Background: an optimization exercise with open tools, aiming at small area. Do not read the settings as production practice.
The RTL was checked by simulation tests, not by an equivalence proof against the original design.
Power and IR drop assume default switching activity.

==> job 668 <==
==> flow/design.v <==
`default_nettype none
package cps_pkg;
  localparam int unsigned BYTE_W    = 8;
  localparam int unsigned WORD_W    = 32;
  localparam int unsigned OUT_WORDS = 5;
  typedef struct packed {
    logic [WORD_W-1:0] run;
    logic [WORD_W-1:0] tot;
  } sums_t;
endpackage
`default_nettype wire
`default_nettype none
module checksum_packet_sync_top #(
  parameter int unsigned WORDS_PER_PACKET = 6
) (
  input  wire logic                        clk_i,
  input  wire logic                        rst_ni,
  input  wire logic                        in_valid_i,
  output logic                             in_stall_o,
  input  wire logic [cps_pkg::BYTE_W-1:0]  in_byte_i,
  output logic                             out_valid_o,
  input  wire logic                        out_stall_i,
  output logic [cps_pkg::WORD_W-1:0]       word_0_o,
  output logic [cps_pkg::WORD_W-1:0]       word_1_o,
  output logic [cps_pkg::WORD_W-1:0]       word_2_o,
  output logic [cps_pkg::WORD_W-1:0]       word_3_o,
  output logic [cps_pkg::WORD_W-1:0]       word_4_o
);
  localparam int unsigned KEEP = 23;
  logic [KEEP-1:0][7:0] win_q;
  logic                 out_valid_q;
  logic [4:0]           fill_q;       
  logic [3:0]           k_q;
  logic                 ok1_q, ok2_q, ok3_q;
  logic                 in_xfer;
  logic [11:0]          sm1, sm2, sm3, sm4, sm5, cy1, cy2, cy3, cy4, cy5;
  logic [11:0]          na, nb;       
  logic [7:0]           want;         
  logic [8:0]           t_zero, t_want;
  logic [3:0]           n_hi, k_d;
  logic                 zero, match, full, hit;
  function automatic logic [23:0] csa(input logic [11:0] x, input logic [11:0] y,
                                      input logic [11:0] z);
    logic [11:0] maj;
    maj = (x & y) | (z & (x ^ y));
    csa = {maj[10:0], 1'b0, x ^ y ^ z};
  endfunction
  function automatic logic [8:0] low_is(input logic [7:0] a, input logic [7:0] b,
                                        input logic [7:0] t);
    logic [7:0] kill;   
    logic [7:0] bad;
    kill   = (a & b) | ((a | b) & ~t);
    bad    = a ^ b ^ t ^ {kill[6:0], 1'b1};
    low_is = {kill[7], bad};
  endfunction
  assign in_stall_o  = out_valid_q & out_stall_i;
  assign in_xfer     = in_valid_i & ~in_stall_o;
  assign out_valid_o = out_valid_q;
  always_comb begin
    {cy1, sm1} = csa({4'b0, win_q[3]}, {2'b0, win_q[3], 2'b0}, {2'b0, win_q[7], 2'b0});
    {cy2, sm2} = csa({4'b0, win_q[11]}, {3'b0, win_q[11], 1'b0}, {3'b0, win_q[15], 1'b0});
    {cy3, sm3} = csa(sm1, cy1, sm2);
    {cy4, sm4} = csa(cy2, {4'b0, win_q[19]}, {4'b0, ~in_byte_i});
    {cy5, sm5} = csa(sm3, cy3, sm4);
    {nb, na}   = csa(sm5, cy5, cy4);
    want   = 8'd0 - {4'b0, k_q};
    t_zero = low_is(na[7:0], nb[7:0], 8'd0);
    t_want = low_is(na[7:0], nb[7:0], want);
    zero   = (t_zero[7:0] == 8'd0);
    match  = (t_want[7:0] == 8'd0);
    n_hi   = na[11:8] + nb[11:8] + {3'b0, zero ? t_zero[8] : t_want[8]};
    k_d    = n_hi - {3'b0, zero};
    full   = (fill_q == 5'd23);
    hit    = full && ok3_q && match;
  end
  always_ff @(posedge clk_i or negedge rst_ni) begin
    if (!rst_ni) begin
      out_valid_q <= 1'b0;
      fill_q      <= '0;
    end else begin
      out_valid_q <= (in_xfer && hit) || in_stall_o;
      if (in_xfer) begin
        if (hit)        fill_q <= '0;
        else if (!full) fill_q <= fill_q + 5'd1;
      end
    end
  end
  always_ff @(posedge clk_i) begin
    if (in_xfer) begin
      k_q   <= k_d;
      ok1_q <= zero;
      ok2_q <= ok1_q && match;
      ok3_q <= ok2_q && match;
    end
    if (in_xfer && !hit) begin
      win_q <= {in_byte_i, win_q[KEEP-1:1]};
    end
  end
  assign word_0_o = {win_q[3],  win_q[2],  win_q[1],  win_q[0]};
  assign word_1_o = {win_q[7],  win_q[6],  win_q[5],  win_q[4]};
  assign word_2_o = {win_q[11], win_q[10], win_q[9],  win_q[8]};
  assign word_3_o = {win_q[15], win_q[14], win_q[13], win_q[12]};
  assign word_4_o = {win_q[19], win_q[18], win_q[17], win_q[16]};
endmodule
`default_nettype wire
==> flow/flow/run.sh <==
#!/bin/bash
# The standard layout, with the port buffers made from the smallest buffer cell.
set -euo pipefail
bash standard.sh BUFFER_PORTS_ARGS="-buffer_cell sky130_fd_sc_hd__buf_1" finish > layout.log 2>&1
==> flow/standard.sh <==
#!/bin/bash
# synth_recipe.tcl (not shown) runs the flow's synth.tcl, then flattens the netlist and writes it again
# the make line also repeats each setting of config.mk as NAME=value (left out here)
make -C /OpenROAD-flow-scripts/flow DESIGN_CONFIG=/design/flow/config.mk WORK_HOME=/design/flow/orfs CLKGATE_MAP_FILE= SYNTH_SCRIPT=/design/flow/synth_recipe.tcl "${@:-finish}"
==> flow/config.mk <==
export PLATFORM = sky130hd
export DESIGN_NAME = checksum_packet_sync_top
export DESIGN_NICKNAME = checksum_packet_sync_top
export VERILOG_FILES = /design/flow/design.v
export SDC_FILE = /design/flow/constraint.sdc
export NUM_CORES = 4
export LEC_CHECK = 0
export ABC_AREA = 1
export CAP_MARGIN = 20
export CORE_MARGIN = 2
export CORE_UTILIZATION = 70
export CTS_BUF_LIST = sky130_fd_sc_hd__clkbuf_8
export CTS_CLUSTER_DIAMETER = 60
export CTS_CLUSTER_SIZE = 20
export SLEW_MARGIN = 20
==> flow/constraint.sdc <==
create_clock -name core_clock -period 6.0 [get_ports {clk_i}]
set_input_delay 1.2000 -clock core_clock [delete_from_list [all_inputs] [get_ports {clk_i}]]
set_output_delay 1.2000 -clock core_clock [all_outputs]
set_load 0.01 [all_outputs]
==> job 6910 (differences from job 668) <==
--- a/flow/config.mk
+++ b/flow/config.mk
@@ -7,9 +7,9 @@
 export LEC_CHECK = 0
 export ABC_AREA = 1
-export CAP_MARGIN = 20
+export CAP_MARGIN = 0
 export CORE_MARGIN = 2
-export CORE_UTILIZATION = 70
+export CORE_UTILIZATION = 85
 export CTS_BUF_LIST = sky130_fd_sc_hd__clkbuf_8
 export CTS_CLUSTER_DIAMETER = 60
 export CTS_CLUSTER_SIZE = 20
-export SLEW_MARGIN = 20
+export SLEW_MARGIN = 0
==> reports/results.txt <==
Die outline height = 109 microns
Post-layout util = 87.7%
Combinational share of power = 37.6%
Net Sw Frac = 37.3%
Clk cell area share = 4.14%
Outcome = timing/DRC/antenna clean
Clock power share = 20.7%
Clock group = 857 uW
Flop2flop setup slack = 0.37 ns
Cells after DPL = 798
Critical path arrival = 5.86 ns
That was job 6910.
==> reports/results.txt <==
Die outline height = 120 microns
Outcome = timing/DRC/antenna clean
Clock power share = 21.3%
Flop2flop setup slack = 0.76 ns
Cells after DPL = 836
Clock group = 815 uW
Clk cell area share = 4.03%
Net Sw Frac = 34.2%
Critical path arrival = 5.47 ns
Combinational share of power = 34.2%
That was job 668.

## re-timing with driven ports
The flow's constraints put no driver on any port. The routed layouts listed below were extracted and timed again, unchanged, in two steps. Step 1 assumes that a clkbuf_16 drives the clock port and a buf_2 every other input. Step 2 times the ports against the registers' clock, not the clock port: input delays grow and output delays shrink by t, the midpoint of the rising clock arrivals with the driver on. a / b / c = ideal / step 1 / step 2; a / b = the first two.
run	t (ns)	setup slack, ns	cell pins on the clock port's net
job 668	0.490	0.758 / 0.758 / 0.603	1
job 6910	0.508	0.372 / 0.372 / 0.188	1
After both steps setup and hold are still met in every run listed. For job 6910, which loses most, drivers alone change the setup slack by 0.000 ns; drivers and shift together by -0.184 ns.
